Background: an optimization exercise with open tools, aiming at small area, a short achievable clock period and few clock cycles per item. Do not read the settings as production practice.
Function was checked by simulation only, so behaviour that the tests miss may differ from the original.
Power figures rest on the tool's default switching activity, not on a simulated workload.

==> flow/design.v <==
package deq_pkg;
  localparam int DEF_CAPACITY   = 16;
  localparam int DEF_DATA_WIDTH = 32;
  localparam int VALUE_W        = 32;
  localparam int COUNT_W        = 5;
  typedef enum logic [1:0] {
    ACT_PUSH_FRONT = 2'd0,
    ACT_PUSH_BACK  = 2'd1,
    ACT_POP_FRONT  = 2'd2,
    ACT_POP_BACK   = 2'd3
  } action_t;
  typedef enum logic [1:0] {
    STAT_OK    = 2'd0,
    STAT_EMPTY = 2'd1,
    STAT_FULL  = 2'd2
  } status_t;
  typedef enum logic {
    ST_IDLE = 1'b0,
    ST_RESP = 1'b1
  } state_t;
  typedef struct packed {
    action_t              action;
    logic [VALUE_W-1:0]   data_in;
  } cmd_t;
  typedef struct packed {
    logic [VALUE_W-1:0]   popped_value;
    status_t              status;
    logic [COUNT_W-1:0]   entry_count;
    logic                 is_empty;
    logic [VALUE_W-1:0]   front_value;
    logic [VALUE_W-1:0]   back_value;
  } res_t;
endpackage
module deq_ram #(
  parameter int WIDTH = 32,
  parameter int DEPTH = 16
) (
  input  logic                     clk,
  input  logic                     we,
  input  logic [$clog2(DEPTH)-1:0] waddr,
  input  logic [WIDTH-1:0]         wdata,
  input  logic [$clog2(DEPTH)-1:0] raddr,
  output logic [WIDTH-1:0]         rdata
);
  logic [WIDTH-1:0] mem [DEPTH];
  always_ff @(posedge clk) begin
    if (we) begin
      mem[waddr] <= wdata;
    end
    rdata <= mem[raddr];
  end
endmodule
module double_ended_queue #(
  parameter int CAPACITY   = deq_pkg::DEF_CAPACITY,
  parameter int DATA_WIDTH = deq_pkg::DEF_DATA_WIDTH
) (
  input  logic           clk,
  input  logic           rst,
  input  logic           start,
  output logic           busy,
  input  logic [33:0] cmd_bits,
  output logic           done,
  output logic [103:0] result_bits
);
  deq_pkg::cmd_t cmd;
  deq_pkg::res_t result;
  assign cmd         = cmd_bits;
  assign result_bits = result;
  localparam int IW = $clog2(CAPACITY);
  localparam int CW = $clog2(CAPACITY + 1);
  deq_pkg::state_t state, state_next;
  logic [IW-1:0]         head, head_next;
  logic [IW-1:0]         tail, tail_next;
  logic [CW-1:0]         count, count_next;
  logic [DATA_WIDTH-1:0] front_reg, front_next;
  logic [DATA_WIDTH-1:0] back_reg, back_next;
  logic [DATA_WIDTH-1:0] popped, popped_next;
  deq_pkg::status_t               stat, stat_next;
  logic                  upd_front, upd_front_next;
  logic                  upd_back, upd_back_next;
  logic                  accept;
  logic                  is_full;
  logic                  is_zero;
  logic [DATA_WIDTH-1:0] push_val;
  logic [63:0]           din_ext;
  logic                  we;
  logic [IW-1:0]         waddr;
  logic [IW-1:0]         raddr;
  logic [DATA_WIDTH-1:0] rdata;
  logic [DATA_WIDTH-1:0] front_cur;
  logic [DATA_WIDTH-1:0] back_cur;
  localparam logic [IW-1:0] LAST_SLOT = CAPACITY - 1;
  localparam logic [CW-1:0] CAP_COUNT = CAPACITY;
  function automatic logic [IW-1:0] slot_next(input logic [IW-1:0] i);
    slot_next = (i == LAST_SLOT) ? '0 : i + 1'b1;
  endfunction
  function automatic logic [IW-1:0] slot_prev(input logic [IW-1:0] i);
    slot_prev = (i == '0) ? LAST_SLOT : i - 1'b1;
  endfunction
  function automatic logic [deq_pkg::VALUE_W-1:0] to_field(input logic [DATA_WIDTH-1:0] v);
    logic [63:0] ext;
    ext = {{(64-DATA_WIDTH){1'b0}}, v};
    to_field = ext[deq_pkg::VALUE_W-1:0];
  endfunction
  assign accept   = start && (state == deq_pkg::ST_IDLE);
  assign is_full  = (count == CAP_COUNT);
  assign is_zero  = (count == '0);
  assign din_ext  = {{(64-deq_pkg::VALUE_W){1'b0}}, cmd.data_in};
  assign push_val = din_ext[DATA_WIDTH-1:0];
  deq_ram #(
    .WIDTH (DATA_WIDTH),
    .DEPTH (CAPACITY)
  ) u_store (
    .clk   (clk),
    .we    (we),
    .waddr (waddr),
    .wdata (push_val),
    .raddr (raddr),
    .rdata (rdata)
  );
  assign front_cur = upd_front ? rdata : front_reg;
  assign back_cur  = upd_back  ? rdata : back_reg;
  always_comb begin
    head_next      = head;
    tail_next      = tail;
    count_next     = count;
    front_next     = front_reg;
    back_next      = back_reg;
    popped_next    = popped;
    stat_next      = stat;
    upd_front_next = upd_front;
    upd_back_next  = upd_back;
    we             = 1'b0;
    waddr          = tail;
    raddr          = slot_next(head);
    if (accept) begin
      popped_next    = '0;
      stat_next      = deq_pkg::STAT_OK;
      upd_front_next = 1'b0;
      upd_back_next  = 1'b0;
      unique case (cmd.action)
        deq_pkg::ACT_PUSH_FRONT: begin
          if (is_full) begin
            stat_next = deq_pkg::STAT_FULL;
          end else begin
            head_next  = slot_prev(head);
            waddr      = slot_prev(head);
            we         = 1'b1;
            count_next = count + 1'b1;
            front_next = push_val;
            if (is_zero) begin
              back_next = push_val;
            end
          end
        end
        deq_pkg::ACT_PUSH_BACK: begin
          if (is_full) begin
            stat_next = deq_pkg::STAT_FULL;
          end else begin
            waddr      = tail;
            we         = 1'b1;
            tail_next  = slot_next(tail);
            count_next = count + 1'b1;
            back_next  = push_val;
            if (is_zero) begin
              front_next = push_val;
            end
          end
        end
        deq_pkg::ACT_POP_FRONT: begin
          if (is_zero) begin
            stat_next = deq_pkg::STAT_EMPTY;
          end else begin
            popped_next    = front_reg;
            head_next      = slot_next(head);
            count_next     = count - 1'b1;
            raddr          = slot_next(head);
            upd_front_next = 1'b1;
          end
        end
        deq_pkg::ACT_POP_BACK: begin
          if (is_zero) begin
            stat_next = deq_pkg::STAT_EMPTY;
          end else begin
            popped_next   = back_reg;
            tail_next     = slot_prev(tail);
            count_next    = count - 1'b1;
            raddr         = slot_prev(slot_prev(tail));
            upd_back_next = 1'b1;
          end
        end
        default: begin
          stat_next = deq_pkg::STAT_OK;
        end
      endcase
    end else if (state == deq_pkg::ST_RESP) begin
      front_next     = front_cur;
      back_next      = back_cur;
      upd_front_next = 1'b0;
      upd_back_next  = 1'b0;
    end
  end
  always_comb begin
    state_next = state;
    unique case (state)
      deq_pkg::ST_IDLE: begin
        if (start) begin
          state_next = deq_pkg::ST_RESP;
        end
      end
      deq_pkg::ST_RESP: begin
        state_next = deq_pkg::ST_IDLE;
      end
      default: begin
        state_next = deq_pkg::ST_IDLE;
      end
    endcase
  end
  always_comb begin
    busy                = (state != deq_pkg::ST_IDLE);
    done                = (state == deq_pkg::ST_RESP);
    result.popped_value = to_field(popped);
    result.status       = stat;
    result.entry_count  = count;
    result.is_empty     = is_zero;
    result.front_value  = is_zero ? '0 : to_field(front_cur);
    result.back_value   = is_zero ? '0 : to_field(back_cur);
  end
  always_ff @(posedge clk) begin
    if (rst) begin
      state     <= deq_pkg::ST_IDLE;
      head      <= '0;
      tail      <= '0;
      count     <= '0;
      upd_front <= 1'b0;
      upd_back  <= 1'b0;
    end else begin
      state     <= state_next;
      head      <= head_next;
      tail      <= tail_next;
      count     <= count_next;
      upd_front <= upd_front_next;
      upd_back  <= upd_back_next;
    end
  end
  always_ff @(posedge clk) begin
    front_reg <= front_next;
    back_reg  <= back_next;
    popped    <= popped_next;
    stat      <= stat_next;
  end
endmodule
module deque_top (
  input  logic        clk,
  input  logic        rst,
  input  logic        start,
  output logic        busy,
  input  logic [1:0]  cmd_action,
  input  logic [31:0] cmd_data,
  output logic        done,
  output logic [31:0] res_popped,
  output logic [1:0]  res_status,
  output logic [4:0]  res_count,
  output logic        res_empty,
  output logic [31:0] res_front,
  output logic [31:0] res_back
);
  deq_pkg::cmd_t cmd;
  deq_pkg::res_t result;
  assign cmd.action  = deq_pkg::action_t'(cmd_action);
  assign cmd.data_in = cmd_data;
  double_ended_queue u_deq (
    .clk         (clk),
    .rst         (rst),
    .start       (start),
    .busy        (busy),
    .cmd_bits    (cmd),
    .done        (done),
    .result_bits (result)
  );
  assign res_popped = result.popped_value;
  assign res_status = result.status;
  assign res_count  = result.entry_count;
  assign res_empty  = result.is_empty;
  assign res_front  = result.front_value;
  assign res_back   = result.back_value;
endmodule
==> flow/run.sh <==
#!/bin/bash
# synth_recipe.tcl (not shown) runs the flow's synth.tcl, then flattens the netlist and writes it again
# the make line also repeats each setting of config.mk as NAME=value (left out here)
make -C /OpenROAD-flow-scripts/flow DESIGN_CONFIG=/design/flow/config.mk WORK_HOME=/design/flow/orfs CLKGATE_MAP_FILE= SYNTH_SCRIPT=/design/flow/synth_recipe.tcl finish
==> flow/config.mk <==
export PLATFORM = sky130hd
export DESIGN_NAME = deque_top
export DESIGN_NICKNAME = deque_top
export VERILOG_FILES = /design/flow/design.v
export SDC_FILE = /design/flow/constraint.sdc
export NUM_CORES = 4
export LEC_CHECK = 0
export CAP_MARGIN = 20
export CORE_MARGIN = 2
export CORE_UTILIZATION = 40
export SLEW_MARGIN = 20
==> flow/constraint.sdc <==
create_clock -name core_clock -period 5.0 [get_ports {clk}]
set_input_delay 1.0000 -clock core_clock [delete_from_list [all_inputs] [get_ports {clk}]]
set_output_delay 1.0000 -clock core_clock [all_outputs]
set_load 0.01 [all_outputs]
==> reports/results.ini <==
[logic_synthesis]
syn_nets = 1802
synth_top_cell_area_share = 0.678
synth-edff-count = 610
syn_avg_cell_area_um2 = 15.4
syn_inst = 1754
synth-seq-cells = 658
syn-cell-area_um2 = 27000
async_flop_share = 0
synth.area.top_cells = edfxtp_1 68%, mux2i_1 7.4%, o211ai_1 3.6%
ys_seq_area_frac = 0.713
yosysUniqueCellTypes = 53
yosysTopAreaCell = edfxtp_1
synthFlopType = edfxtp_1
synth_warnings = 2

[finish]
area.growth.synth_to_final_pct = 18.8
fin_nets = 1950
seq_area_um2 = 19300
design_area_um2 = 32100
multi_input_area_um2 = 7250
largest_register_ffs = 512
drive_above_1_share = 0.131
top_register = u_deq.u_store.mem
antenna_cells = 0
fillCellCount = 5752

[sta]
rsz0062_at_grt = false
finClkSkew_ns = 0.0238
tightest_slew_ns = 1.12
hold_slack_ns = 0.552
max_freq_ghz = 0.239
slew_violations = 0
finalSetupViolations = 0
fin_crit_ns = 4.19
hold_violations = 0
fin_tns_setup_ns = 0
timing.final.crit_share = 0.838
relSlewSlack = 0.253

[min_path]
hold_path_depth = 2
hold_class = reg2reg
hold_end = u_deq.head[1]$_SDFFE_PP0P_
min_from = u_deq.head[1]$_SDFFE_PP0P_

[global_routing]
antenna_found_initial = 1
grt_util_all_layers = 0.191
grt.met2_usage = 0.311
grt_max_degree = 92
grt_util_met3 = 0.0281
grtUsageMet1 = 0.267
busiest_layer = met2
grt_pass1_wl_um = 99700
grt_overflow = 0
grt_pass1_vias = 15600

[detailed_routing]
wirelength_um = 67100
drt_iter0_markers = 1344
viasPerCell = 5.48
drc = 0
num_vias = 15500
final_antenna_net_count = 0
drtPass1Iterations = 5
wl_per_cell_um = 23.7

[worst_setup_path]
crit_required_ns = 4.00
rr_startpoint = u_deq.tail[0]$_SDFFE_PP0P_
path_buf_inv = 2
reg2reg_slack_ns = 1.67
critPathMaxFanout = 58
reg2reg_to = u_deq.u_store.rdata[29]$_DFF_P_
crit_type = reg2out
cp.arrival_ns = 3.19
startpoint_type = flop
crit_cells = 5
critical_path.cell_chain = or4_4 -> nor2_4 -> buf_4 -> nor2_1 -> clkdlybuf4s50_1
critPathSlowestCell = or4_4
end_kind = primary output
slowest_delay_ns = 0.62
crit_family = buffers and inverters
r2r_cells = 9

[clock_network]
cts-root-buf = clkbuf_16
cts_tree = yes
cts_max_level = 3
clock_path_buffers = 3
cts.sinks = 658
postCtsHoldBufs = 0
cts_buffers = 70
clock_latency_ns = 0.61
cts_setup_buffers = 0
cts.repair.resized = 0
clkTransAtPathRegs_ns = 0.06

[floorplan]
num_rows = 95
die-area_um2 = 69700
start_util = 0.403
core_um2 = 67000
io_pins = 143
die_h_um = 264
die_w_um = 264

[placement]
place.port_buffers = 142
dp_hpwl_um = 40500
gp_congestion = 0.780
dpl_cell_area_um2 = 29700

[run_status]
status = timing/DRC/antenna clean

[power_and_ir_drop]
totalPowerFinal_mw = 14.6
power.leakage_nw = 10.5
powerDensity_nw_per_um2 = 456
vdd_ir_drop_max_uv = 258

[flow_run]
maxCapViolCount = 0

[cell usage after synthesis (2+ instances only)]
library cell	instances
o21bai_1	2
or3_1	2
and2_1	2
and3_1	3
dfxtp_1	48
ha_1	10
o21ai_0	14
o211ai_1	129
nor2_1	135
clkbuf_1	38
buf_6	10
buf_4	17
nand3_1	2
inv_1	9
mux2i_1	199
mux2i_4	2
a21oi_1	84
nand2b_1	4
buf_2	41
buf_1	8
xnor2_1	5
mux2_2	66
o41ai_1	2
mux2_1	63
a22o_1	32
a211oi_1	5
xor2_1	5
nand4_1	32
a21o_1	5
nor3_1	5
nand2_1	144
edfxtp_1	610
[layer usage]
metal / wire length, um / vias to the layer above
met1: 30200 / 7893
met5: 0 / -
met3: 3870 / 72
met4: 1180 / 0
li1: - / 7055
met2: 31900 / 497
[worst max path at each step]
stage                                start                                 end
4_1_cts        u_deq.count[0]$_SDFFE_PP0P_                         res_back[3]
2_1_floorplan                        start   u_deq.u_store.mem[4][0]$_DFFE_PP_
5_1_grt        u_deq.count[0]$_SDFFE_PP0P_                         res_back[1]
3_3_place_gp                         start  u_deq.u_store.mem[3][16]$_DFFE_PP_
3_5_place_dp                         start  u_deq.u_store.mem[3][16]$_DFFE_PP_
6_report       u_deq.count[0]$_SDFFE_PP0P_                       res_front[10]
[power by group]
group | total (mW) | internal (mW) | leakage, nW | switching [mW]
combinational | 2.55 | 1.08 | 3.32 | 1.47
clock | 5.44 | 3.31 | 1.19 | 2.12
sequential | 6.64 | 6.36 | 5.95 | 0.288
[cell families (layout without fill, tap and decap cells)]
logic type / Yosys count / count (layout) / share of synthesized area
fa+ha+maj: 11 / 11 / 0.00537
flops: 658 / 658 / 0.713
mux: 330 / 330 / 0.129
simple gates: 337 / 337 / 0.0532
compound gates: 284 / 284 / 0.0716
xor+xnor: 10 / 10 / 0.00324
buf+inv: 124 / 330 / 0.0243
[cell type report]
cell class | count | share of cell area
flip-flops and latches | 658 | 0.600
multi-input cells | 972 | 0.226
repair buffers | 191 | 0.0635
clock buffers | 91 | 0.0602
well taps | 873 | 0.0340
clock inverters | 39 | 0.0153
inverters | 9 | 0.00105
[worst min-delay path, delay by kind of cell (launching register included)]
family          cells  cell delay (ns)
flops               1             0.35
compound gates      2             0.15
[through the flow]
step           cells   util  setup slack (ns)
4_1_cts         2833  0.479             0.766
6_report        2833  0.479             0.808
3_3_place_gp    2703  0.443             0.550
5_1_grt         2833  0.479             0.672
3_5_place_dp    2703  0.443             0.548
2_1_floorplan   1754      -             0.824
[layout by cell type, fill, tap and decap left out, types with 20 or more instances in the layout]
master,instances
nor2_1,117
a22o_1,32
dfxtp_1,46
mux2_1,63
mux2_2,66
clkbuf_16,73
buf_12,20
clkdlybuf4s50_1,142
o211ai_1,129
nand4_1,32
nand2_1,144
mux2i_1,199
buf_4,29
edfxtp_1,610
a21oi_1,82
Testbench counts, summed over its fixed seeds: cycles 16,000, items 8,000.

afterwards: timing with drivers on the ports:
How much do the figures lean on ideal ports? The routed layout below was timed once more, with nothing changed but the port constraints. Step 1, drivers: a clkbuf_16 drives clk and a buf_2 each remaining input, both assumed. Step 2 moves the port delays by t, midway between the first and last clock arrival at a register: inputs arrive t later, outputs are due t later. That takes back most of the time a late clock gives input paths. Slacks: ideal ports / drivers / drivers and shift; pairs: ideal ports / drivers.
shift t [ns]: 0.656
setup slack, ns: 0.808 / 0.746 / 0.524
worst data-port slew with drivers (ns): 0.11
pins driven straight from the clock port: 1
After both steps this run still meets setup and hold. The setup slack of this run moves by -0.062 ns with the drivers and by -0.284 ns with both steps.
